What follows belongs to an exercise in optimizing a design on an open flow for small area; a production flow would make more cautious choices.
In this exercise RTL edits were held to simulation tests only and were not proved equivalent to the original.
Power is estimated from default activity; no workload was simulated.

--- flow/flow/run.sh ---
#!/bin/bash
# The standard layout, with the smallest buffer on the ports and a clock
# tree of small buffers without dummy loads. The make output goes to
# flow_make.log here; every tool's own log stays under orfs/logs.
set -euo pipefail
CTS="-sink_clustering_enable -repair_clock_nets -buf_list sky130_fd_sc_hd__clkbuf_4 -sink_clustering_size 10 -sink_clustering_max_diameter 50 -dont_use_dummy_load"
bash standard.sh \
  "BUFFER_PORTS_ARGS=-buffer_cell sky130_fd_sc_hd__buf_1" \
  "CTS_ARGS=$CTS" \
  finish > flow_make.log 2>&1
--- flow/standard.sh ---
#!/bin/bash
# synth_recipe.tcl (not shown) runs the flow's synth.tcl, then flattens the netlist and writes it again
# the make line also repeats each setting of config.mk as NAME=value (left out here)
make -C /OpenROAD-flow-scripts/flow DESIGN_CONFIG=/design/flow/config.mk WORK_HOME=/design/flow/orfs CLKGATE_MAP_FILE= SYNTH_SCRIPT=/design/flow/synth_recipe.tcl "${@:-finish}"
--- flow/config.mk ---
export PLATFORM = sky130hd
export DESIGN_NAME = flight_core
export DESIGN_NICKNAME = flight_core
export VERILOG_FILES = /design/flow/design.v
export SDC_FILE = /design/flow/constraint.sdc
export NUM_CORES = 4
export LEC_CHECK = 0
export CAP_MARGIN = 20
export CORE_MARGIN = 2
export CORE_UTILIZATION = 60
export GPL_TIMING_DRIVEN = 0
export PLACE_DENSITY = 0.75
export SLEW_MARGIN = 20
export SYNTH_HIERARCHICAL = 1
export SYNTH_MINIMUM_KEEP_SIZE = 0
--- flow/constraint.sdc ---
create_clock -name core_clock -period 10.0 [get_ports {clk}]
set_input_delay 2.0000 -clock core_clock [delete_from_list [all_inputs] [get_ports {clk}]]
set_output_delay 2.0000 -clock core_clock [all_outputs]
set_load 0.01 [all_outputs]
--- flow/design.v ---
`default_nettype none
package fc_pkg;
  typedef logic [10:0] rc_value_t;
  typedef logic signed [15:0] gyro_rate_t;
  typedef logic [10:0] motor_cmd_t;
endpackage
module fc_fa (
  input  logic a,
  input  logic b,
  input  logic ci,
  output logic s,
  output logic co
);
  assign s  = a ^ b ^ ci;
  assign co = (a & b) | (ci & (a ^ b));
endmodule
module fc_ha (
  input  logic a,
  input  logic b,
  output logic s,
  output logic co
);
  assign s  = a ^ b;
  assign co = a & b;
endmodule
`default_nettype wire
`timescale 1ns/1ps
`default_nettype none
module fc_scale (
  input  logic [10:0] v,
  output logic [10:0] u
);
  logic [10:0] c;
  assign c[0] = v[2] & v[0];
  for (genvar i = 0; i < 8; i++) begin : g_fa
    fc_fa i_fa (.a(v[i+1]), .b(v[i+3]), .ci(c[i]), .s(u[i]), .co(c[i+1]));
  end
  fc_ha i_ha8 (.a(v[9]),  .b(c[8]), .s(u[8]), .co(c[9]));
  fc_ha i_ha9 (.a(v[10]), .b(c[9]), .s(u[9]), .co(c[10]));
  assign u[10] = c[10];
endmodule
module fc_term (
  input  logic [15:0] g,
  input  logic [10:0] u,
  output logic [16:0] t
);
  logic [16:0] c;
  fc_ha i_ha0 (.a(g[0]), .b(u[0]), .s(t[0]), .co(c[1]));
  for (genvar i = 1; i < 11; i++) begin : g_fa
    fc_fa i_fa (.a(g[i]), .b(u[i]), .ci(c[i]), .s(t[i]), .co(c[i+1]));
  end
  for (genvar i = 11; i < 16; i++) begin : g_ha
    fc_ha i_ha (.a(g[i]), .b(c[i]), .s(t[i]), .co(c[i+1]));
  end
  assign t[16] = g[15] ^ c[16];
endmodule
module fc_add18 #(parameter bit CI = 1'b0) (
  input  logic [17:0] a,
  input  logic [17:0] b,
  output logic [17:0] s
);
  logic [17:0] c;
  if (CI) begin : g_ci
    assign s[0] = ~(a[0] ^ b[0]);
    assign c[1] = a[0] | b[0];
  end else begin : g_noci
    fc_ha i_ha0 (.a(a[0]), .b(b[0]), .s(s[0]), .co(c[1]));
  end
  for (genvar i = 1; i < 17; i++) begin : g_fa
    fc_fa i_fa (.a(a[i]), .b(b[i]), .ci(c[i]), .s(s[i]), .co(c[i+1]));
  end
  assign s[17] = a[17] ^ b[17] ^ c[17];
endmodule
module fc_rate_loop (
  input  logic               clk,
  input  logic               reset,
  input  logic               arm,
  input  logic               rc_valid,
  input  logic [10:0]        rc_throttle,
  input  logic [10:0]        rc_roll,
  input  logic [10:0]        rc_pitch,
  input  logic [10:0]        rc_yaw,
  input  logic               gyro_valid,
  input  logic [15:0]        gyro_roll,
  input  logic [15:0]        gyro_pitch,
  input  logic [15:0]        gyro_yaw,
  output logic               cmd_valid,
  output logic [3:0][10:0]   cmd
);
  logic [10:0] u_t, u_r, u_p, u_y;
  logic [10:0] sp_t, sp_r, sp_p, sp_y;
  fc_scale i_scale_t (.v(rc_throttle), .u(u_t));
  fc_scale i_scale_r (.v(rc_roll),     .u(u_r));
  fc_scale i_scale_p (.v(rc_pitch),    .u(u_p));
  fc_scale i_scale_y (.v(rc_yaw),      .u(u_y));
  localparam logic [43:0] SP_RST = {11'd620, 11'd620, 11'd620, 11'd120};
  logic [43:0] sp_q, sp_u;
  logic        sp_ld, sp_hold;
  assign sp_u    = {u_y, u_p, u_r, u_t};
  assign sp_ld   = ~reset & rc_valid;
  assign sp_hold = ~reset & ~rc_valid;
  always_ff @(posedge clk) begin
    for (int i = 0; i < 44; i++) begin
      sp_q[i] <= (sp_ld & sp_u[i]) | (sp_hold & sp_q[i]) | (reset & SP_RST[i]);
    end
  end
  assign {sp_y, sp_p, sp_r, sp_t} = sp_q;
  logic [1:0] gyro_cnt;
  logic       trigger;
  assign trigger = gyro_valid && (gyro_cnt == 2'd3);
  always_ff @(posedge clk) begin
    if (reset)           gyro_cnt <= '0;
    else if (gyro_valid) gyro_cnt <= gyro_cnt + 1'b1;
  end
  logic [2:0] state;
  always_ff @(posedge clk) begin
    if (reset) state <= 3'd0;
    else begin
      case (state)
        3'd0:    if (trigger) state <= 3'd1;
        3'd1:    state <= 3'd2;
        3'd2:    state <= 3'd3;
        3'd3:    state <= 3'd4;
        default: state <= 3'd0;
      endcase
    end
  end
  logic [47:0] rq;
  logic [16:0] ta, tb, tnc, tc, tna;
  logic [17:0] pd, qd, x2, nx1, y3, x4;
  fc_term i_term_a (.g(rq[15:0]),  .u(sp_r), .t(ta));
  fc_term i_term_b (.g(rq[31:16]), .u(sp_p), .t(tb));
  fc_term i_term_c (.g(rq[47:32]), .u(sp_y), .t(tnc));    
  assign tc  = ~tnc;
  assign tna = ~ta;
  fc_add18 #(.CI(1'b0)) i_pd (.a({tb[16], tb}),   .b({tc[16], tc}), .s(pd));    
  fc_add18 #(.CI(1'b1)) i_qd (.a({tb[16], tb}),   .b({tnc[16], tnc}), .s(qd));    
  fc_add18 #(.CI(1'b0)) i_x2 (.a({ta[16], ta}),   .b(pd), .s(x2));    
  fc_add18 #(.CI(1'b0)) i_nx1 (.a({tna[16], tna}), .b(pd), .s(nx1));   
  fc_add18 #(.CI(1'b0)) i_y3 (.a({ta[16], ta}),   .b(qd), .s(y3));    
  fc_add18 #(.CI(1'b1)) i_x4 (.a(qd),             .b({tna[16], tna}), .s(x4));    
  logic        ld_g, ld_x;
  assign ld_g = trigger && state == 3'd0;
  assign ld_x = state == 3'd1;
  function automatic logic [11:0] mix_bits(input logic sel_x, input logic sel_hi,
                                           input logic sel_lo, input logic [11:0] x,
                                           input logic [11:0] hi_v, input logic [11:0] lo_v);
    for (int i = 0; i < 12; i++)
      mix_bits[i] = (sel_x & x[i]) | (sel_hi & hi_v[i]) | (sel_lo & lo_v[i]);
  endfunction
  function automatic logic [2:0] win(input logic [17:0] x);
    logic lo, hi;
    lo = (&x[17:11]) & (x[10] | x[9]);
    hi = ~(|x[17:12]) & ~(x[11] & (x[10] | x[9]));
    win = {lo | hi, x[17], ~x[17]};
  endfunction
  logic [17:0] x1;
  logic [2:0]  w1, w2, w4;
  logic        in3;
  assign x1  = ~nx1;
  assign w1  = win(x1);
  assign w2  = win(x2);
  assign w4  = win(x4);
  assign in3 = ~(|y3[17:12]);
  logic [47:0] rq_d;
  assign rq_d[11:0]  = mix_bits(ld_x & w1[2], ld_x & ~w1[2] & w1[0], ld_x & ~w1[2] & w1[1],
                                x1[11:0], 12'h9FF, 12'hA00);
  assign rq_d[23:12] = mix_bits(ld_x & w2[2], ld_x & ~w2[2] & w2[0], ld_x & ~w2[2] & w2[1],
                                x2[11:0], 12'h9FF, 12'hA00);
  assign rq_d[35:24] = mix_bits(ld_x & in3, ld_x & ~in3 & ~y3[17], ld_x & ~in3 & y3[17],
                                ~y3[11:0], 12'h000, 12'hFFF);
  assign rq_d[47:36] = mix_bits(ld_x & w4[2], ld_x & ~w4[2] & w4[0], ld_x & ~w4[2] & w4[1],
                                x4[11:0], 12'h9FF, 12'hA00);
  logic [10:0] thr_q;
  logic        arm_q;
  always_ff @(posedge clk) begin
    if (ld_g | ld_x) begin
      rq <= ({48{ld_g}} & {~gyro_yaw, gyro_pitch, gyro_roll}) | rq_d;
    end
    if (state == 3'd2) thr_q <= sp_t;
    if (state == 3'd3) arm_q <= arm;
  end
  logic [11:0] k;
  assign k = 12'({1'b0, thr_q} + 12'hF10);
  logic [11:0] k3;
  assign k3 = 12'({k[11], k} + 13'd2481);
  logic [3:0][12:0] msum;
  for (genvar m = 0; m < 4; m++) begin : g_mot
    logic [11:0] z, ka;
    logic [12:0] c;
    assign z  = rq[m*12 +: 12];
    assign ka = (m == 2) ? k3 : k;
    assign c[0] = 1'b0;
    for (genvar i = 0; i < 12; i++) begin : g_fa
      fc_fa i_fa (.a(ka[i]), .b(z[i]), .ci(c[i]), .s(msum[m][i]), .co(c[i+1]));
    end
    if (m == 2) begin : g_s3
      assign msum[m][12] = ~c[12];
    end else begin : g_s
      assign msum[m][12] = ka[11] ^ (z[11] & (z[10] | z[9])) ^ c[12];
    end
    assign cmd[m] = {11{arm_q & ~msum[m][12]}} & ({11{msum[m][11]}} | msum[m][10:0]);
  end
  assign cmd_valid = (state == 3'd4);
endmodule
`default_nettype wire
`timescale 1ns/1ps
`default_nettype none
module fc_command_buffer (
  input  logic              clk,
  input  logic              reset,
  input  logic              cmd_valid,
  input  logic [3:0][10:0]  cmd,
  output logic              frame_valid,
  output logic [3:0][10:0]  frames,
  input  logic              frame_take
);
  always_ff @(posedge clk) begin
    if (reset)           frame_valid <= 1'b0;
    else if (cmd_valid)  frame_valid <= 1'b1;
    else if (frame_take) frame_valid <= 1'b0;
  end
  always_ff @(posedge clk) begin
    if (cmd_valid) frames <= cmd;
  end
endmodule
`default_nettype wire
`timescale 1ns/1ps
`default_nettype none
module dshot_tx (
  input  logic              clk,
  input  logic              reset,
  input  logic              frame_valid,
  input  logic [3:0][10:0]  frames,
  output logic              frame_take,
  output logic [3:0]        motor_out
);
  logic [7:0]        cnt;
  logic [3:0][10:0]  cmd_q;
  logic              idle, data;
  assign idle = cnt[7] & cnt[4];
  assign data = ~cnt[7];
  assign frame_take = idle && frame_valid;
  always_ff @(posedge clk) begin
    if (reset)     cnt <= 8'd144;
    else if (idle) cnt <= frame_valid ? 8'd0 : 8'd144;
    else           cnt <= cnt + 1'b1;
  end
  always_ff @(posedge clk) begin
    if (frame_take) cmd_q <= frames;
  end
  logic [3:0] pos;
  logic [2:0] tick;
  assign pos  = cnt[6:3];
  assign tick = cnt[2:0];
  logic [1:0] hi, lo;
  assign hi = pos[3:2];
  assign lo = pos[1:0];
  always_comb begin
    for (int l = 0; l < 4; l++) begin
      logic g0, g1, g2, b;
      case (lo)
        2'd0: begin g0 = cmd_q[l][10]; g1 = cmd_q[l][6]; g2 = cmd_q[l][2]; end
        2'd1: begin g0 = cmd_q[l][9];  g1 = cmd_q[l][5]; g2 = cmd_q[l][1]; end
        2'd2: begin g0 = cmd_q[l][8];  g1 = cmd_q[l][4]; g2 = cmd_q[l][0]; end
        default: begin g0 = cmd_q[l][7]; g1 = cmd_q[l][3]; g2 = 1'b0; end
      endcase
      case (hi)
        2'd0:    b = g0;
        2'd1:    b = g1;
        2'd2:    b = g2;
        default: b = g0 ^ g1 ^ g2;
      endcase
      motor_out[l] = data && (tick < (b ? 3'd6 : 3'd3));
    end
  end
endmodule
`default_nettype wire
`timescale 1ns/1ps
`default_nettype none
module flight_core (
  input  logic               clk,
  input  logic               reset,
  input  logic               arm,
  input  logic               rc_valid,
  input  logic [10:0]        rc_throttle,
  input  logic [10:0]        rc_roll,
  input  logic [10:0]        rc_pitch,
  input  logic [10:0]        rc_yaw,
  input  logic               gyro_valid,
  input  logic [15:0]        gyro_roll,
  input  logic [15:0]        gyro_pitch,
  input  logic [15:0]        gyro_yaw,
  output logic               motor_1,
  output logic               motor_2,
  output logic               motor_3,
  output logic               motor_4
);
  logic [3:0]        motor_out;
  logic              cmd_valid;
  logic [3:0][10:0]  cmd;
  logic              frame_valid;
  logic [3:0][10:0]  frames;
  logic              frame_take;
  fc_rate_loop i_rate_loop (
    .clk (clk), .reset (reset), .arm (arm),
    .rc_valid (rc_valid), .rc_throttle (rc_throttle), .rc_roll (rc_roll),
    .rc_pitch (rc_pitch), .rc_yaw (rc_yaw),
    .gyro_valid (gyro_valid), .gyro_roll (gyro_roll), .gyro_pitch (gyro_pitch),
    .gyro_yaw (gyro_yaw),
    .cmd_valid (cmd_valid), .cmd (cmd)
  );
  fc_command_buffer i_command_buffer (
    .clk (clk), .reset (reset),
    .cmd_valid (cmd_valid), .cmd (cmd),
    .frame_valid (frame_valid), .frames (frames), .frame_take (frame_take)
  );
  dshot_tx i_dshot_tx (
    .clk (clk), .reset (reset),
    .frame_valid (frame_valid), .frames (frames),
    .frame_take (frame_take), .motor_out (motor_out)
  );
  assign motor_1 = motor_out[0];
  assign motor_2 = motor_out[1];
  assign motor_3 = motor_out[2];
  assign motor_4 = motor_out[3];
endmodule
`default_nettype wire
==> impl_metrics.json, run 1 <==
{
  "via_per_inst": 5.75,
  "arrival_ns": 10.16,
  "netlist_area_sq_mm": 0.0138,
  "clockBufferDepth": 3,
  "cts_max_level": 1,
  "p_leak_nw": 5.65,
  "finalClockSkew_ns": 0.0540,
  "slew_viol_final": 0,
  "period_share_pct": 97.6,
  "finalHoldViolations": 0,
  "drtIter0Drc": 496,
  "slew_headroom_pct": 31.2,
  "grt_usage_pct": 27.5,
  "layout_common_cells": "fa_1, edfxtp_1, nor2_1",
  "crit_fanout": 9,
  "drt_wl_total_mm": 31.6,
  "holdBufCountCts": 0,
  "synth_ff_type": "edfxtp_1",
  "async_flop_share_pct": 0,
  "status": "timing/DRC/antenna clean",
  "antenna_left": 0,
  "rsz0062_at_grt": "false",
  "vias": 8301,
  "grt_max_degree": 38,
  "max_freq_mhz": 102,
  "fin_cells": 1444,
  "postPlaceCellArea_sq_mm": 0.0146,
  "core_sq_mm": 0.0226,
  "grt_overflow_total": 0,
  "totalPowerFinal_w": 0.00267,
  "cts-buffers-inserted": 29,
  "area_delta_synth_final_pct": 8.82,
  "drive_gt1_share_pct": 12.8,
  "fin_crit_ns": 9.76,
  "synth_seq_area_share_pct": 40.6,
  "path_clk_slew_ns": 0.10,
  "use_met3_pct": 4.19,
  "grt_use_met2_pct": 48.6,
  "fp.dieH_um": 156,
  "ios": 101,
  "port_buffers": 99,
  "grt_busiest_layer": "met2",
  "yosys_warnings": 9,
  "cp-end-kind": "flop",
  "final_common_cell": "fa_1",
  "clkSinkCount": 206,
  "clock_latency_ns": 0.66,
  "setup_viol": 0,
  "synth_edf_count": 148,
  "tightest_slew_ns": 1.03,
  "ir_worst_vdd_mv": 0.103,
  "hold_path_class": "reg -> reg",
  "dp_hpwl_mm": 26.8,
  "final_nets": 1504,
  "drc": 0,
  "synthDistinctLibCells": 68,
  "dieArea_sq_mm": 0.0242,
  "maxCapViolations": 0,
  "cp-start-kind": "flop",
  "cts_root_buf": "clkbuf_4",
  "dp_cells": 1411,
  "fp.dieW_um": 156,
  "grt_use_met1_pct": 35.3,
  "synth_seq_cells": 206,
  "antenna_found_initial": 1,
  "synth_cells": 1017,
  "critPathRequiredTime_ns": 10.40,
  "wl_per_cell_um": 21.9,
  "worst-setup-path-type": "reg -> reg",
  "fin_area_sq_mm": 0.0150,
  "synth.avg_cell_area_sq_um": 13.6,
  "rows": 55,
  "firstDrtPassIters": 5,
  "cts_tree": "done",
  "grt_pass1_wl_mm": 48.9,
  "initial_utilization_pct": 61.0,
  "power.density_mw_per_mm2": 177,
  "grt_pass1_vias": 8888,
  "finalWeightedCongestion": 0.923,
  "fill_cells": 1668
}
-- cell usage after synthesis, drive strengths merged, types with 4 or more instances --
master	number	share of area, %
fa	206	30
edfxtp	148	32
nor2	131	3.6
dfxtp	58	8.4
inv	50	1.4
ha	41	3.7
nand2	36	0.98
mux2i	31	2.2
nor2b	25	1.1
a211o	24	1.5
buf	24	1.2
clkbuf	22	0.61
o21ai	20	0.72
o211ai	18	0.98
xnor2	18	1.1
nand3	17	0.62
a21oi	15	0.57
nor3	11	0.43
a221o	9	0.72
nor3b	9	0.57
mux4	8	1.3
xor2	8	0.51
or4	7	0.41
or3	6	0.27
xor3	6	1.0
a22o	5	0.32
a31oi	5	0.23
and2	5	0.24
and3	5	0.23
nor4	5	0.27
a21o	4	0.23
a2bb2oi	4	0.25
nand2b	4	0.18
nand4	4	0.18
o211a	4	0.29
o221ai	4	0.25
o31ai	4	0.29
-- worst paths after layout --
path / from / end / slack [ns] / cells after the start
worst max-delay path: i_rate_loop.rq[16] / i_rate_loop.rq[43] / 0.24 / 26
worst min-delay path: i_command_buffer.frames[41] / i_dshot_tx.cmd_q[41] / 0.36 / 0
worst max register to register: i_rate_loop.rq[16] / i_rate_loop.rq[43] / 0.24 / 26
worst min register to register: i_command_buffer.frames[41] / i_dshot_tx.cmd_q[41] / 0.36 / 0
-- per-module statistics from Yosys (local to each module, per instance), excerpt --
module | copies in the design | cells | flip-flops and latches | cell area (sq um)
fc_rate_loop | 1 | 554 | 109 | 5350
fc_command_buffer | 1 | 48 | 45 | 1360
dshot_tx | 1 | 152 | 52 | 2330
fc_ha | 30 | 1 | 0 | 12.5
fc_fa | 206 | 1 | 0 | 20.0
fc_scale | 4 | 2 | 0 | 13.8
fc_term | 3 | 1 | 0 | 8.76
-- layer usage --
metal,wire length (um),vias up
li1,-,3830
met1,12600,4155
met2,16400,248
met3,1580,68
met4,1010,0
met5,0,-
-- where the power goes --
part           internal [W]  switching (W)  total, W
sequential         0.000934      0.0000234  0.000957
clock              0.000132       0.000257  0.000389
combinational      0.000602       0.000718   0.00132
-- per-stage QoR --
stage | setup TNS (ns) | hold WS, ns | util [%] | setup slack [ns]
global placement | -1.93 | 0.402 | 64.3 | -0.164
global route | 0 | 0.363 | 66.4 | 0.00708
finish | 0 | 0.358 | 66.4 | 0.236
floorplan | 0 | 0.400 | - | 0.515
CTS | 0 | 0.358 | 66.0 | 0.0104
detailed placement | -5.38 | 0.405 | 64.7 | -0.311
-- cell families after synthesis --
logic type | share of synthesized area, %
and+or+nand+nor | 9.37
adders and majority gates | 33.6
DFF | 40.6
AOI/OAI and AO/OA | 7.06
buffers and inverters | 3.14
muxes | 3.55
xor gates and xnor gates | 2.68
other | 0.0272
-- sequential cells by signal, indices dropped and copies added (netlist names) --
signal and cells:
i_command_buffer.frame_valid 1, i_command_buffer.frames 44, i_dshot_tx.cmd_q 44, i_dshot_tx.cnt 8, i_rate_loop.arm_q 1, i_rate_loop.gyro_cnt 2, i_rate_loop.rq 48, i_rate_loop.sp_q 44
i_rate_loop.state 3, i_rate_loop.thr_q 11
-- layout make-up --
type	count	area (sq um)	area share, %
buffer	45	244	1.62
clock buffer	29	218	1.45
multi-input combinational	718	7930	52.8
timing repair buffer	110	483	3.21
inverter	50	188	1.25
antenna	1	2.50	0.0167
tap	285	357	2.37
sequential	206	5610	37.3
-- critical path, cell delays in order, from the launching register on --
cell,delay [ns]
edfxtp_1,0.48
ha_2,0.23
fa_2,0.35
fa_2,0.37
fa_2,0.34
fa_1,0.53
fa_1,0.49
fa_2,0.36
fa_2,0.37
fa_1,0.42
fa_2,0.36
fa_1,0.51
fa_1,0.48
fa_2,0.37
fa_2,0.37
fa_1,0.39
fa_2,0.36
fa_1,0.38
fa_1,0.39
fa_1,0.38
xor3_2,0.27
or4_1,0.53
nor3_2,0.20
a21o_1,0.19
or3_1,0.12
buf_4,0.16
o211ai_1,0.10
-- what timing repair did --
item | in CTS | in global routing
resized for setup | 26 | 30
pin swaps | 2 | 6
endpoints found under the setup margin | 32 | 42
buffers inserted | 3 | 1
==> inputs of run 2 (changes only) <==
==> flow/config.mk (replaced) <==
export PLATFORM = sky130hd
export DESIGN_NAME = flight_core
export DESIGN_NICKNAME = flight_core
export VERILOG_FILES = /design/flow/design.v
export SDC_FILE = /design/flow/constraint.sdc
export NUM_CORES = 4
export LEC_CHECK = 0
export CAP_MARGIN = 0
export CORE_MARGIN = 2
export CORE_UTILIZATION = 40
export PLACE_DENSITY = 0.6
export SLEW_MARGIN = 0
export SYNTH_HIERARCHICAL = 1
export SYNTH_MINIMUM_KEEP_SIZE = 0
==> impl_metrics.json, run 2 <==
{
  "grt_use_met1_pct": 23.9,
  "yosys_warnings": 9,
  "slew_viol_final": 0,
  "rows": 68,
  "synth_cells": 1017,
  "cts_max_level": 1,
  "worst-setup-path-type": "reg -> reg",
  "status": "timing/DRC/antenna clean",
  "use_met3_pct": 3.17,
  "max_freq_mhz": 102,
  "clock_latency_ns": 0.74,
  "cts_root_buf": "clkbuf_4",
  "vias": 8231,
  "grt_overflow_total": 0,
  "cts_tree": "done",
  "fp.dieW_um": 190,
  "initial_utilization_pct": 40.3,
  "ios": 101,
  "async_flop_share_pct": 0,
  "rsz0062_at_grt": "true",
  "r2r-start": "i_rate_loop.rq[32]",
  "setup_viol": 0,
  "hold_path_class": "reg -> reg",
  "firstDrtPassIters": 7,
  "clockBufferDepth": 3,
  "fill_cells": 3144,
  "grt_usage_pct": 19.1,
  "drc": 0,
  "period_share_pct": 97.7,
  "synthTopCellsByCount": "fa_1, edfxtp_1, nor2_1",
  "finalClockSkew_ns": 0.103,
  "fin_crit_ns": 9.77,
  "cp-end-kind": "flop",
  "drive_gt1_share_pct": 12.7,
  "cts-buffers-inserted": 31,
  "largest_register_ffs": 48,
  "port_buffers": 100,
  "area_delta_synth_final_pct": 10.1,
  "netlist_area_sq_mm": 0.0138,
  "largest-register": "i_rate_loop.rq",
  "dp_cells": 1563,
  "maxCapViolations": 0,
  "core_sq_mm": 0.0343,
  "antenna_found_initial": 1,
  "synth_ff_type": "edfxtp_1",
  "wl_per_cell_um": 20.5,
  "grt_use_met2_pct": 32.4,
  "path_clk_slew_ns": 0.09,
  "dieArea_sq_mm": 0.0360,
  "drt_wl_total_mm": 32.8,
  "crit_fanout": 9,
  "final_nets": 1489,
  "layout_common_cells": "fa_1, edfxtp_1, nor2_1",
  "grt_max_degree": 64,
  "tightest_slew_ns": 0.942,
  "critPathRequiredTime_ns": 10.44,
  "fp.dieH_um": 190,
  "via_per_inst": 5.15,
  "holdBufCountCts": 0,
  "dp_hpwl_mm": 27.2,
  "finalWeightedCongestion": 0.948,
  "crit_start": "i_rate_loop.rq[32]",
  "worst_slack_ns": 0.230,
  "synthDistinctLibCells": 68,
  "min_path_cells": 0,
  "finalHoldViolations": 0,
  "final_common_cell": "fa_1",
  "yosys.cell_count.top_type": "fa_1",
  "whs_ns": 0.422,
  "synth.area.top_cells": "edfxtp_1, fa_1, dfxtp_1, ha_1, nor2_1",
  "yosysTopAreaCell": "edfxtp_1",
  "grt_busiest_layer": "met2",
  "grt_pass1_vias": 8902,
  "power.density_mw_per_mm2": 185,
  "multi_input_area_sq_mm": 0.00793,
  "cp-start-kind": "flop",
  "finalSetupTns_ns": 0,
  "synth_edf_count": 148,
  "drtIter0Drc": 505,
  "synth.avg_cell_area_sq_um": 13.6,
  "antenna_left": 0,
  "rr_worst_depth": 26,
  "grt_pass1_wl_mm": 51.2,
  "slew_headroom_pct": 37.2,
  "totalPowerFinal_w": 0.00281,
  "arrival_ns": 10.21,
  "clkSinkCount": 206,
  "fin_cells": 1599,
  "ir_worst_vdd_mv": 0.116,
  "synth_top_area_share_pct": 32.2,
  "hp-start": "i_command_buffer.frames[41]",
  "register_area_sq_mm": 0.00561,
  "synth_seq_cells": 206,
  "p_leak_nw": 5.68,
  "synth_seq_area_share_pct": 40.6,
  "dpl_worst_slack_ns": -0.189
}
run 2: cell counts after synthesis:
No cell type changed its count.
run 2: cell type report:
class,count,share of cell area (%)
clock buffer,31,1.53
antenna,1,0.0165
timing repair buffer,137,4.50
sequential,206,36.9
tap,455,3.74
inverter,50,1.23
multi-input combinational,719,52.1
run 2: critical path: stages (launching register included):
cell      delay [ns]
edfxtp_1        0.41
ha_1            0.23
fa_2            0.35
fa_2            0.35
fa_2            0.59
inv_1           0.07
fa_1            0.40
fa_1            0.52
fa_1            0.46
fa_1            0.40
fa_1            0.40
fa_1            0.42
fa_2            0.39
fa_1            0.41
fa_2            0.37
fa_2            0.37
fa_2            0.36
fa_1            0.40
fa_1            0.39
fa_1            0.41
fa_1            0.38
xor3_1          0.21
or4_4           0.54
nor2_2          0.10
a21o_2          0.16
a211oi_4        0.11
a221o_2         0.32
run 2: timing repair:
action / in CTS / in global routing
cloned: 0 / 1
resized for setup: 13 / 32
endpoints found under the setup margin: 22 / 35
pin swaps: 0 / 5
setup buffers: 1 / 2
run 2: kinds of logic (layout without fill, tap and decap cells):
| logic type | count (synthesis) | in the layout | synth area share (%) |
|---|---|---|---|
| XOR/XNOR | 32 | 32 | 2.68 |
| flip-flops | 206 | 206 | 40.6 |
| AO/OA/AOI/OAI | 126 | 126 | 7.06 |
| other | 1 | 5 | 0.0272 |
| buffers and inverters | 96 | 218 | 3.14 |
| multiplexers | 39 | 39 | 3.55 |
| adder cells (fa/ha/maj) | 247 | 247 | 33.6 |
| AND/OR/NAND/NOR | 270 | 271 | 9.37 |
run 2: modules after synthesis (local to each module, per instance), a selection:
module / area, sq um / cells inside / flops+latches
fc_ha: 12.5 / 1 / 0
fc_scale: 13.8 / 2 / 0
fc_rate_loop: 5350 / 554 / 109
fc_fa: 20.0 / 1 / 0
fc_term: 8.76 / 1 / 0
fc_command_buffer: 1360 / 48 / 45
run 2: worst paths after layout:
path | slack (ns) | end
worst max-delay path | 0.23 | i_rate_loop.rq[16]
worst min-delay path | 0.42 | i_dshot_tx.cmd_q[41]
worst max register to register | 0.23 | i_rate_loop.rq[16]
worst min register to register | 0.42 | i_dshot_tx.cmd_q[41]
run 2: stage by stage:
step / instance area [sq um] / utilization, %
after detailed placement: 14800 / 43.2
after global placement: 14800 / 43.2
final: 15200 / 44.4
after floorplan: 13800 / -
after global routing: 15200 / 44.4
after CTS: 15100 / 44.0
run 2: routing by layer:
layer  share of wire, %  up-vias
li1                   -     3792
met1                 40     4081
met2                 49      285
met3                5.9       73
met4                5.3        0
met5                  0        -
run 2: power by group:
part / switching, W / internal, W / leakage (nW)
sequential: 0.0000232 / 0.000934 / 1.83
clock: 0.000273 / 0.000140 / 0.143
combinational: 0.000794 / 0.000643 / 3.70
total: 0.00109 / 0.00172 / 5.68
==> inputs of run 3 (changes only) <==
--- a/flow/config.mk
+++ b/flow/config.mk
@@ -8,6 +8,6 @@
 export CAP_MARGIN = 0
 export CORE_MARGIN = 2
-export CORE_UTILIZATION = 40
-export PLACE_DENSITY = 0.6
+export CORE_UTILIZATION = 55
+export PLACE_DENSITY = 0.7
 export SLEW_MARGIN = 0
 export SYNTH_HIERARCHICAL = 1
==> impl_metrics.json, run 3 <==
{
  "status": "timing/DRC/antenna clean",
  "swShare_pct": 38.0,
  "postPlaceCellArea_sq_mm": 0.0146,
  "whs_ns": 0.373,
  "drt_wl_total_mm": 31.8,
  "synth.avg_cell_area_sq_um": 13.6,
  "clock_latency_ns": 0.71,
  "fin_area_sq_mm": 0.0149,
  "path_clk_slew_ns": 0.10,
  "largest_register_ffs": 48,
  "period_share_pct": 97.7,
  "arrival_ns": 10.18,
  "synth_cells": 1017,
  "cell_internal_pwr_w": 0.00168,
  "max_freq_mhz": 102,
  "register_area_sq_mm": 0.00561,
  "synthTopCellsByCount": "fa_1, edfxtp_1, nor2_1",
  "grt_pass1_wl_mm": 50.0,
  "wl_per_cell_um": 21.8,
  "drive_gt1_share_pct": 11.5,
  "ir_worst_vdd_mv": 0.119,
  "cts-buffers-inserted": 30,
  "p_comb_share_pct": 49.3,
  "min_path_cells": 0,
  "cts_tree": "done",
  "final_common_cell": "fa_1",
  "cp-start-kind": "flop",
  "synth.area.top_cells": "edfxtp_1, fa_1, dfxtp_1, ha_1, nor2_1",
  "netlist_area_sq_mm": 0.0138,
  "ios": 101,
  "synthDistinctLibCells": 68,
  "yosys_warnings": 9,
  "r2r-end": "i_rate_loop.rq[13]",
  "critPathRequiredTime_ns": 10.41,
  "tightest_slew_ns": 1.17,
  "p_clk_share_pct": 15.2,
  "power.density_mw_per_mm2": 181,
  "hp-start": "i_command_buffer.frames[40]",
  "port_buffers": 100,
  "hold_path_class": "reg -> reg",
  "utilization_pct": 61.1,
  "finalWeightedCongestion": 0.993,
  "fin_crit_ns": 9.77,
  "grt_max_degree": 64,
  "worst-setup-path-type": "reg -> reg",
  "antenna_left": 0,
  "multi_input_area_sq_mm": 0.00791,
  "worstHoldEndpoint": "i_dshot_tx.cmd_q[40]",
  "firstDrtPassIters": 5,
  "clkSinkCount": 206,
  "core_sq_mm": 0.0245,
  "grt_overflow_total": 0,
  "worst_slack_ns": 0.231,
  "rows": 57,
  "yosys.cell_count.top_type": "fa_1",
  "antenna_found_initial": 2,
  "drtIter0Drc": 608,
  "fill_cells": 1957,
  "dp_hpwl_mm": 26.1,
  "layout_common_cells": "fa_1, edfxtp_1, nor2_1",
  "rr_worst_depth": 26,
  "slew_viol_final": 0,
  "synth_top_area_share_pct": 32.2,
  "cp-end-kind": "flop",
  "r2r-start": "i_rate_loop.rq[32]",
  "dpl_worst_slack_ns": -0.0593,
  "final_nets": 1479,
  "grt_usage_pct": 25.4,
  "holdBufCountCts": 0,
  "yosysTopAreaCell": "edfxtp_1",
  "p_leak_nw": 5.62,
  "rsz0062_at_grt": "false",
  "async_flop_share_pct": 0,
  "clockBufferDepth": 3,
  "vias": 8350,
  "switching_power_w": 0.00103,
  "crit_fanout": 9,
  "synth_seq_cells": 206,
  "largest-register": "i_rate_loop.rq",
  "dieArea_sq_mm": 0.0264,
  "cts_root_buf": "clkbuf_4",
  "synth_ff_type": "edfxtp_1",
  "finalClockSkew_ns": 0.0673,
  "maxCapViolations": 0,
  "fp.dieH_um": 162,
  "drc": 0,
  "synth_seq_area_share_pct": 40.6,
  "fp.dieW_um": 162,
  "slew_headroom_pct": 21.4,
  "synth_edf_count": 148,
  "grt_pass1_vias": 9032,
  "finalHoldViolations": 0,
  "area_delta_synth_final_pct": 8.20,
  "via_per_inst": 5.73,
  "initial_utilization_pct": 56.5,
  "power_frac_seq_pct": 35.5,
  "setup_viol": 0,
  "cts_max_level": 1,
  "reg2reg_slack_ns": 0.23
}
==> run 3: changes by cell type in the layout (fill, tap and decap cells not counted), sizes merged <==
cell / delta
buf: -9
clkbuf: -1
==> run 3: cell families after synthesis <==
group / count (synthesis) / share of synthesized area [%]
multiplexers: 39 / 3.55
buffers and inverters: 96 / 3.14
adder cells (fa/ha/maj): 247 / 33.6
other: 1 / 0.0272
XOR/XNOR: 32 / 2.68
AND/OR/NAND/NOR: 270 / 9.37
AO/OA/AOI/OAI: 126 / 7.06
flip-flops: 206 / 40.6
==> run 3: power by group through the flow <==
| stage | Clock, W | Sequential [W] | Combinational, W |
|---|---|---|---|
| detailed placement | 0 | 0.000978 | 0.00126 |
| floorplan | 0 | 0.000967 | 0.000807 |
| CTS | 0.000426 | 0.000959 | 0.00127 |
| global route | 0.000452 | 0.000962 | 0.00146 |
| global placement | 0 | 0.000978 | 0.00124 |
| finish | 0.000410 | 0.000959 | 0.00133 |
==> run 3: per-module statistics from Yosys, one instance, submodules excluded, a selection <==
module	flip-flops and latches	times used
fc_term	0	3
fc_scale	0	4
fc_command_buffer	45	1
dshot_tx	52	1
fc_ha	0	30
fc_fa	0	206
fc_rate_loop	109	1
==> run 3: worst max path at each step <==
stage / from / end / slack [ns] / depth (start not counted)
final: i_rate_loop.rq[32] / i_rate_loop.rq[13] / 0.23 / 26
after CTS: i_rate_loop.rq[32] / i_rate_loop.rq[13] / 0.02 / 26
after global routing: i_rate_loop.rq[32] / i_rate_loop.rq[19] / 0.007 / 26
after floorplan: i_rate_loop.rq[32] / i_rate_loop.rq[14] / 0.52 / 26
after global placement: i_rate_loop.rq[16] / i_rate_loop.rq[14] / 0.06 / 25
after detailed placement: i_rate_loop.rq[16] / i_rate_loop.rq[40] / -0.06 / 25
==> run 3: metal layers <==
layer,vias to the layer above,routed length [um],global-route usage [%]
li1,3778,-,-
met1,4150,12200,32.0
met2,316,15600,42.3
met3,106,2310,5.86
met4,0,1720,11.7
met5,-,0,0
==> run 3: what timing repair did <==
item | 4_1_cts | 5_1_grt
setup endpoints to repair | 18 | 33
pin swaps | 0 | 6
cloned | 0 | 1
setup buffers | 1 | 2
gates resized for setup | 3 | 36
==> run 3: worst max-delay path: stages (launching register included) <==
cell and delay [ns]:
edfxtp_1 0.39, ha_1 0.23, fa_1 0.57, inv_1 0.09, fa_2 0.49, fa_1 0.42, fa_1 0.38, fa_1 0.38
fa_1 0.38, fa_1 0.39, fa_2 0.38, fa_1 0.39, fa_1 0.41, fa_1 0.41, fa_1 0.41, fa_2 0.36
fa_1 0.39, fa_1 0.41, fa_1 0.41, fa_1 0.39, fa_1 0.38, xor3_1 0.21, or4_4 0.53, nor2_2 0.11
a21o_2 0.17, a211oi_4 0.11, a221o_2 0.32
==> run 3: cell type report <==
cell class / count / share of cell area [%]
sequential: 206 / 37.5
inverter: 50 / 1.26
timing repair buffer: 128 / 4.04
clock buffer: 30 / 1.51
antenna: 1 / 0.0167
tap: 324 / 2.71
multi-input combinational: 719 / 52.9
==> run 3: through the flow <==
step | std cells | TNS [ns] | total power [W]
global placement | 1423 | 0 | 0.00221
floorplan | 1020 | 0 | 0.00177
CTS | 1454 | 0 | 0.00265
global route | 1458 | 0 | 0.00287
detailed placement | 1423 | -0.503 | 0.00223
finish | 1458 | 0 | 0.00270
==> inputs of run 4 (changes only) <==
--- a/flow/config.mk
+++ b/flow/config.mk
@@ -6,9 +6,9 @@
 export NUM_CORES = 4
 export LEC_CHECK = 0
-export CAP_MARGIN = 0
+export CAP_MARGIN = 20
 export CORE_MARGIN = 2
 export CORE_UTILIZATION = 55
 export PLACE_DENSITY = 0.7
-export SLEW_MARGIN = 0
+export SLEW_MARGIN = 20
 export SYNTH_HIERARCHICAL = 1
 export SYNTH_MINIMUM_KEEP_SIZE = 0
==> impl_metrics.json, run 4 <==
{
  "port_buffers": 100,
  "synth.area.top_cells": "edfxtp_1, fa_1, dfxtp_1, ha_1, nor2_1",
  "cts_tree": "done",
  "fin_cells": 1458,
  "maxCapViolations": 0,
  "fp.dieH_um": 162,
  "p_clk_share_pct": 15.1,
  "cts-buffers-inserted": 30,
  "area_delta_synth_final_pct": 8.19,
  "slew_viol_final": 0,
  "rr_worst_depth": 24,
  "hold_path_class": "reg -> reg",
  "tightest_slew_ns": 0.974,
  "core_sq_mm": 0.0245,
  "cp-end-kind": "flop",
  "drt_wl_total_mm": 31.6,
  "layout_common_cells": "fa_1, edfxtp_1, nor2_1",
  "vias": 8341,
  "period_share_pct": 97.7,
  "critPathRequiredTime_ns": 10.47,
  "largest-register": "i_rate_loop.rq",
  "path_clk_slew_ns": 0.11,
  "holdBufCountCts": 0,
  "yosysTopAreaCell": "edfxtp_1",
  "synth_seq_area_share_pct": 40.6,
  "synth_ff_type": "edfxtp_1",
  "min_path_cells": 0,
  "r2r-start": "i_rate_loop.rq[16]",
  "synth_seq_cells": 206,
  "finalClockSkew_ns": 0.0675,
  "rsz0062_at_grt": "false",
  "clkSinkCount": 206,
  "synth_top_area_share_pct": 32.2,
  "power_frac_seq_pct": 35.7,
  "synth_edf_count": 148,
  "crit_fanout": 12,
  "rows": 57,
  "finalWeightedCongestion": 0.993,
  "synthDistinctLibCells": 68,
  "p_comb_share_pct": 49.2,
  "postPlaceCellArea_sq_mm": 0.0146,
  "initial_utilization_pct": 56.5,
  "yosys.cell_count.top_type": "fa_1",
  "via_per_inst": 5.72,
  "status": "timing/DRC/antenna clean",
  "dieArea_sq_mm": 0.0264,
  "drive_gt1_share_pct": 11.4,
  "final_nets": 1479,
  "fp.dieW_um": 162,
  "clock_latency_ns": 0.68,
  "synthTopCellsByCount": "fa_1, edfxtp_1, nor2_1",
  "antenna_found_initial": 1,
  "final_common_cell": "fa_1",
  "yosys_warnings": 9,
  "netlist_area_sq_mm": 0.0138,
  "drtIter0Drc": 499,
  "worstHoldEndpoint": "i_dshot_tx.cmd_q[40]",
  "async_flop_share_pct": 0,
  "grt_max_degree": 64,
  "setup_viol": 0,
  "finalSetupTns_ns": 0,
  "slew_headroom_pct": 35.1,
  "grt_usage_pct": 25.3,
  "fin_crit_ns": 9.77,
  "worst-setup-path-type": "reg -> reg",
  "finalHoldViolations": 0,
  "grt_overflow_total": 0,
  "dp_cells": 1423,
  "reg2reg_slack_ns": 0.23,
  "firstDrtPassIters": 5,
  "clockBufferDepth": 3,
  "cell_internal_pwr_w": 0.00167,
  "switching_power_w": 0.00101,
  "grt_pass1_wl_mm": 49.7,
  "arrival_ns": 10.24,
  "cp-start-kind": "flop",
  "antenna_left": 0,
  "fin_area_sq_mm": 0.0149,
  "totalPowerFinal_w": 0.00269,
  "p_leak_nw": 5.63,
  "cts_max_level": 1,
  "ir_worst_vdd_mv": 0.125,
  "ios": 101,
  "wl_per_cell_um": 21.7,
  "hp-start": "i_command_buffer.frames[40]",
  "r2r-end": "i_rate_loop.rq[30]",
  "drc": 0,
  "swShare_pct": 37.8,
  "largest_register_ffs": 48,
  "dp_hpwl_mm": 26.0,
  "max_freq_mhz": 102,
  "synth_cells": 1017,
  "grt_pass1_vias": 9028,
  "synth.avg_cell_area_sq_um": 13.6,
  "cts_root_buf": "clkbuf_4",
  "power.density_mw_per_mm2": 180
}
run 4: power groups by stage:
stage / Clock [W] / Combinational (W) / Sequential (W)
2_1_floorplan: 0 / 0.000807 / 0.000967
4_1_cts: 0.000423 / 0.00127 / 0.000959
5_1_grt: 0.000454 / 0.00145 / 0.000962
3_5_place_dp: 0 / 0.00125 / 0.000978
3_3_place_gp: 0 / 0.00124 / 0.000978
6_report: 0.000405 / 0.00132 / 0.000959
run 4: worst max-delay path, cell delays in order (launching register included):
cell and delay, ns:
edfxtp_1 0.43, ha_1 0.23, fa_2 0.57, fa_2 0.48, buf_4 0.16, fa_1 0.40
fa_1 0.40, fa_1 0.39, fa_1 0.39, fa_1 0.40, fa_1 0.41, fa_1 0.41
fa_1 0.39, fa_1 0.41, fa_1 0.42, fa_1 0.40, fa_1 0.42, fa_1 0.41
fa_1 0.40, fa_1 0.40, fa_1 0.39, xor3_1 0.25, nor2_1 0.15, nand3_1 0.38
o21ai_0 0.46
run 4: worst max-delay path by stage:
stage / start / end / cells after the start
after global placement: i_rate_loop.rq[16] / i_rate_loop.rq[14] / 25
after floorplan: i_rate_loop.rq[32] / i_rate_loop.rq[14] / 26
final: i_rate_loop.rq[16] / i_rate_loop.rq[30] / 24
after CTS: i_rate_loop.rq[32] / i_rate_loop.rq[20] / 26
after detailed placement: i_rate_loop.rq[16] / i_rate_loop.rq[43] / 25
after global routing: i_rate_loop.rq[32] / i_rate_loop.rq[20] / 26
run 4: layer usage:
layer | part of all wire [%] | global-route usage, % | up-vias
li1 | - | - | 3780
met1 | 38 | 32.0 | 4176
met2 | 51 | 43.4 | 316
met3 | 6.9 | 5.32 | 69
met4 | 3.8 | 9.13 | 0
met5 | 0 | 0 | -
run 4: Yosys stat by module, one instance, submodules excluded, excerpt:
module	cell area, sq um	times used
fc_fa	20.0	206
fc_ha	12.5	30
fc_command_buffer	1360	1
fc_rate_loop	5350	1
fc_term	8.76	3
dshot_tx	2330	1
fc_scale	13.8	4
run 4: logic make-up (layout without fill, tap and decap cells):
| logic type | count (synthesis) | count (layout) | share of synthesized area [%] |
|---|---|---|---|
| AND/OR/NAND/NOR | 270 | 270 | 9.37 |
| adder cells (fa/ha/maj) | 247 | 247 | 33.6 |
| flip-flops | 206 | 206 | 40.6 |
| AO/OA/AOI/OAI | 126 | 126 | 7.06 |
| buffers and inverters | 96 | 209 | 3.14 |
| multiplexers | 39 | 39 | 3.55 |
| XOR/XNOR | 32 | 32 | 2.68 |
| other | 1 | 5 | 0.0272 |
run 4: timing repair:
item / in CTS / in global routing
gates resized for setup: 3 / 34
setup endpoints to repair: 18 / 34
buffers inserted: 1 / 3
pin swaps: 0 / 5
gates cloned: 0 / 0
run 4: metrics by stage:
step,hold WS [ns],worst slack (ns),utilization (%)
2_1_floorplan,0.400,0.515,-
3_3_place_gp,0.402,0.0601,59.6
3_5_place_dp,0.405,-0.0719,59.6
4_1_cts,0.375,0.0152,60.6
5_1_grt,0.389,0.0134,61.1
6_report,0.379,0.226,61.1
run 4: cell type report:
cell class                 instances  area, sq um
fill                            1944         9520
clock buffer                      30          225
tap                              324          405
antenna                            1         2.50
inverter                          50          188
timing repair buffer             129          608
sequential                       206         5610
multi-input combinational        718         7910
==> inputs of run 5 (changes only) <==
==> flow/flow/run.sh (replaced) <==
#!/bin/bash
# The standard layout, with the smallest buffer on the ports and a clock
# tree of small buffers without dummy loads. The make output goes to
# flow_make.log here; every tool's own log stays under orfs/logs.
set -euo pipefail
CTS="-sink_clustering_enable -repair_clock_nets -buf_list sky130_fd_sc_hd__clkbuf_8 -sink_clustering_size 18 -sink_clustering_max_diameter 60 -dont_use_dummy_load"
bash standard.sh \
  "BUFFER_PORTS_ARGS=-buffer_cell sky130_fd_sc_hd__buf_1" \
  "CTS_ARGS=$CTS" \
  finish > flow_make.log 2>&1
==> impl_metrics.json, run 5 <==
{
  "min_path_cells": 0,
  "finalWeightedCongestion": 0.993,
  "holdBufCountCts": 0,
  "reg2reg_slack_ns": 0.22,
  "r2r-end": "i_rate_loop.rq[14]",
  "slew_headroom_pct": 35.2,
  "synth.avg_cell_area_sq_um": 13.6,
  "core_sq_mm": 0.0245,
  "fin_crit_ns": 9.78,
  "ir_worst_vdd_mv": 0.130,
  "slew_viol_final": 0,
  "area_delta_synth_final_pct": 8.62,
  "cts_max_level": 1,
  "antenna_found_initial": 0,
  "port_buffers": 100,
  "swShare_pct": 37.0,
  "synthMuxAreaShare_pct": 3.55,
  "path_clk_slew_ns": 0.10,
  "cts_root_buf": "clkbuf_8",
  "yosys.area_share.simple_pct": 9.37,
  "synth_xor_area_share_pct": 2.68,
  "fp.dieW_um": 162,
  "dieArea_sq_mm": 0.0264,
  "worst-setup-path-type": "reg -> reg",
  "critPathRequiredTime_ns": 10.26,
  "yosys_warnings": 9,
  "switching_power_w": 0.00101,
  "p_clk_share_pct": 16.5,
  "clock_latency_ns": 0.53,
  "arrival_ns": 10.05,
  "largest-register": "i_rate_loop.rq",
  "crit_start": "i_rate_loop.rq[32]",
  "rsz0062_at_grt": "false",
  "r2r-start": "i_rate_loop.rq[32]",
  "finalHoldViolations": 0,
  "hp-start": "i_command_buffer.frames[16]",
  "fp.dieH_um": 162,
  "grt_overflow_total": 0,
  "synth_cells": 1017,
  "hold_path_class": "reg -> reg",
  "vias": 8276,
  "final_nets": 1470,
  "utilization_pct": 61.3,
  "register_area_sq_mm": 0.00561,
  "rr_worst_depth": 26,
  "cp-start-kind": "flop",
  "setup_viol": 0,
  "grt_pass1_vias": 8953,
  "synth_seq_area_share_pct": 40.6,
  "yosysTopAreaCell": "edfxtp_1",
  "drtIter0Drc": 509,
  "dpl_worst_slack_ns": -0.0719,
  "p_comb_share_pct": 48.4,
  "drc": 0,
  "synthAdderAreaFrac_pct": 33.6,
  "maxCapViolations": 0,
  "synthTopCellsByCount": "fa_1, edfxtp_1, nor2_1",
  "p_leak_nw": 5.64,
  "synthDistinctLibCells": 68,
  "synth_top_area_share_pct": 32.2,
  "cell_internal_pwr_w": 0.00172,
  "clockBufferDepth": 3,
  "max_freq_mhz": 102,
  "antenna_cells": 0,
  "fill_cells": 1931,
  "drt_wl_total_mm": 31.5,
  "tightest_slew_ns": 0.972,
  "via_per_inst": 5.72,
  "wl_per_cell_um": 21.7,
  "clkSinkCount": 206,
  "dp_hpwl_mm": 26.0,
  "antenna_left": 0,
  "synth_seq_cells": 206,
  "power.density_mw_per_mm2": 182,
  "initial_utilization_pct": 56.5,
  "status": "timing/DRC/antenna clean",
  "grt_pass1_wl_mm": 49.6,
  "synth_compound_area_share_pct": 7.06,
  "finalClockSkew_ns": 0.0550,
  "netlist_area_sq_mm": 0.0138,
  "power_frac_seq_pct": 35.1,
  "synth_ff_type": "edfxtp_1",
  "worst_slack_ns": 0.218,
  "synth.area.top_cells": "edfxtp_1, fa_1, dfxtp_1, ha_1, nor2_1",
  "worstHoldEndpoint": "i_dshot_tx.cmd_q[16]",
  "synth_top_family_by_area": "adder cells",
  "final_common_cell": "fa_1",
  "drive_gt1_share_pct": 10.6,
  "period_share_pct": 97.8,
  "grt_usage_pct": 25.2,
  "cts-buffers-inserted": 21,
  "yosys.cell_count.top_type": "fa_1",
  "ios": 101,
  "synth_edf_count": 148,
  "grt_max_degree": 64,
  "largest_register_ffs": 48,
  "multi_input_area_sq_mm": 0.00790,
  "rows": 57,
  "async_flop_share_pct": 0,
  "layout_common_cells": "fa_1, edfxtp_1, nor2_1",
  "cts_tree": "done",
  "cp-end-kind": "flop",
  "firstDrtPassIters": 5,
  "crit_fanout": 9
}
run 5: cell types whose count changed in the layout (fill, tap and decap cells not counted), sizes merged:
cell    previous run  this run
clkbuf            32        23
diode              1         0
run 5: timing repair:
item                       in CTS  in global routing
setup endpoints to repair      17                 34
pin swaps                       0                  5
setup buffers                   1                  3
cloned                          0                  0
resized for setup               3                 33
run 5: area by class of cell:
class | instances | share of cell area (%)
clock buffer | 21 | 1.93
inverter | 50 | 1.25
sequential | 206 | 37.4
timing repair buffer | 129 | 4.05
tap | 324 | 2.70
multi-input combinational | 718 | 52.7
run 5: cells by family after synthesis:
kind of cell / after synthesis
and+or+nand+nor: 270
adders and majority gates: 247
DFF: 206
muxes: 39
buffers and inverters: 96
xor gates and xnor gates: 32
AOI/OAI and AO/OA: 126
other: 1
run 5: power by group through the flow:
| stage | Sequential, W | Clock, W | Combinational, W |
|---|---|---|---|
| floorplan | 0.000967 | 0 | 0.000807 |
| global placement | 0.000978 | 0 | 0.00124 |
| detailed placement | 0.000978 | 0 | 0.00125 |
| CTS | 0.000959 | 0.000470 | 0.00127 |
| global route | 0.000962 | 0.000498 | 0.00145 |
| finish | 0.000959 | 0.000453 | 0.00132 |
run 5: worst max-delay path by stage:
stage | to | slack, ns | cells past startpoint
global route | i_rate_loop.rq[15] | 0.02 | 26
global placement | i_rate_loop.rq[14] | 0.06 | 25
floorplan | i_rate_loop.rq[14] | 0.52 | 26
detailed placement | i_rate_loop.rq[43] | -0.07 | 25
finish | i_rate_loop.rq[14] | 0.22 | 26
CTS | i_rate_loop.rq[14] | 0.02 | 26
run 5: worst max-delay path, stage by stage, from the launching register on:
cell	delay [ns]
edfxtp_1	0.38
ha_1	0.22
fa_1	0.40
fa_2	0.61
inv_1	0.08
fa_2	0.49
fa_1	0.42
fa_1	0.38
fa_1	0.39
fa_1	0.39
fa_2	0.38
fa_1	0.40
fa_1	0.42
fa_1	0.40
fa_1	0.40
fa_1	0.41
fa_1	0.40
fa_2	0.37
fa_1	0.39
fa_1	0.39
fa_1	0.38
xor3_1	0.21
or4_4	0.53
nor2_2	0.12
a21o_2	0.17
a211oi_4	0.11
a221o_2	0.32
run 5: Yosys stat by module, one instance, submodules excluded, excerpt:
module             cells inside  cell area (sq um)
fc_command_buffer            48               1360
dshot_tx                    152               2330
fc_term                       1               8.76
fc_scale                      2               13.8
fc_fa                         1               20.0
fc_ha                         1               12.5
fc_rate_loop                554               5350
run 5: per-stage QoR:
stage / total power [W] / cell area [sq um] / hold slack, ns / TNS (ns) / std cells
6_report: 0.00274 / 15000 / 0.379 / 0 / 1448
5_1_grt: 0.00291 / 15000 / 0.395 / 0 / 1448
4_1_cts: 0.00270 / 14900 / 0.378 / 0 / 1445
3_5_place_dp: 0.00223 / 14600 / 0.405 / -1.03 / 1423
3_3_place_gp: 0.00221 / 14600 / 0.402 / 0 / 1423
2_1_floorplan: 0.00177 / 13800 / 0.400 / 0 / 1020
run 5: layer usage:
metal	up-vias	wire length, um	share of wire (%)	global-route usage (%)
li1	3751	-	-	-
met1	4168	12100	38	32.0
met2	293	16000	51	43.3
met3	64	2140	6.8	5.12
met4	0	1220	3.9	9.17
met5	-	0	0	0

[what the ideal ports hide]
No port has a modelled driver above. Below, the same layouts with a new extraction and two added sets of constraints.
Step 1 (the two cells are an assumption about what drives the block):
set clk [get_ports {clk}]
set_driving_cell -lib_cell sky130_fd_sc_hd__clkbuf_16 $clk
set_driving_cell -lib_cell sky130_fd_sc_hd__buf_2 [delete_from_list [all_inputs] $clk]
Step 2 moves the port delays by t, midway between the first and last clock arrival at a register: inputs arrive t later, outputs are due t later. That takes back most of the time a late clock gives input paths.
a / b / c = no drivers / after step 1 / after step 2; a / b = the first two.
| run | shift t [ns] | setup WS [ns] | clock arrival spread, ns | pins driven straight from the clock port |
|---|---|---|---|---|
| run 1 | 0.680 | 0.236 / 0.236 / 0.236 | 0.060 / 0.061 | 1 |
| run 2 | 0.733 | 0.230 / 0.230 / 0.230 | 0.103 / 0.103 | 1 |
| run 3 | 0.724 | 0.231 / 0.231 / 0.231 | 0.067 / 0.068 | 1 |
| run 4 | 0.696 | 0.226 / 0.226 / 0.226 | 0.068 / 0.068 | 1 |
| run 5 | 0.552 | 0.218 / 0.218 / 0.218 | 0.056 / 0.056 | 1 |
After both steps every run listed still meets setup and hold.
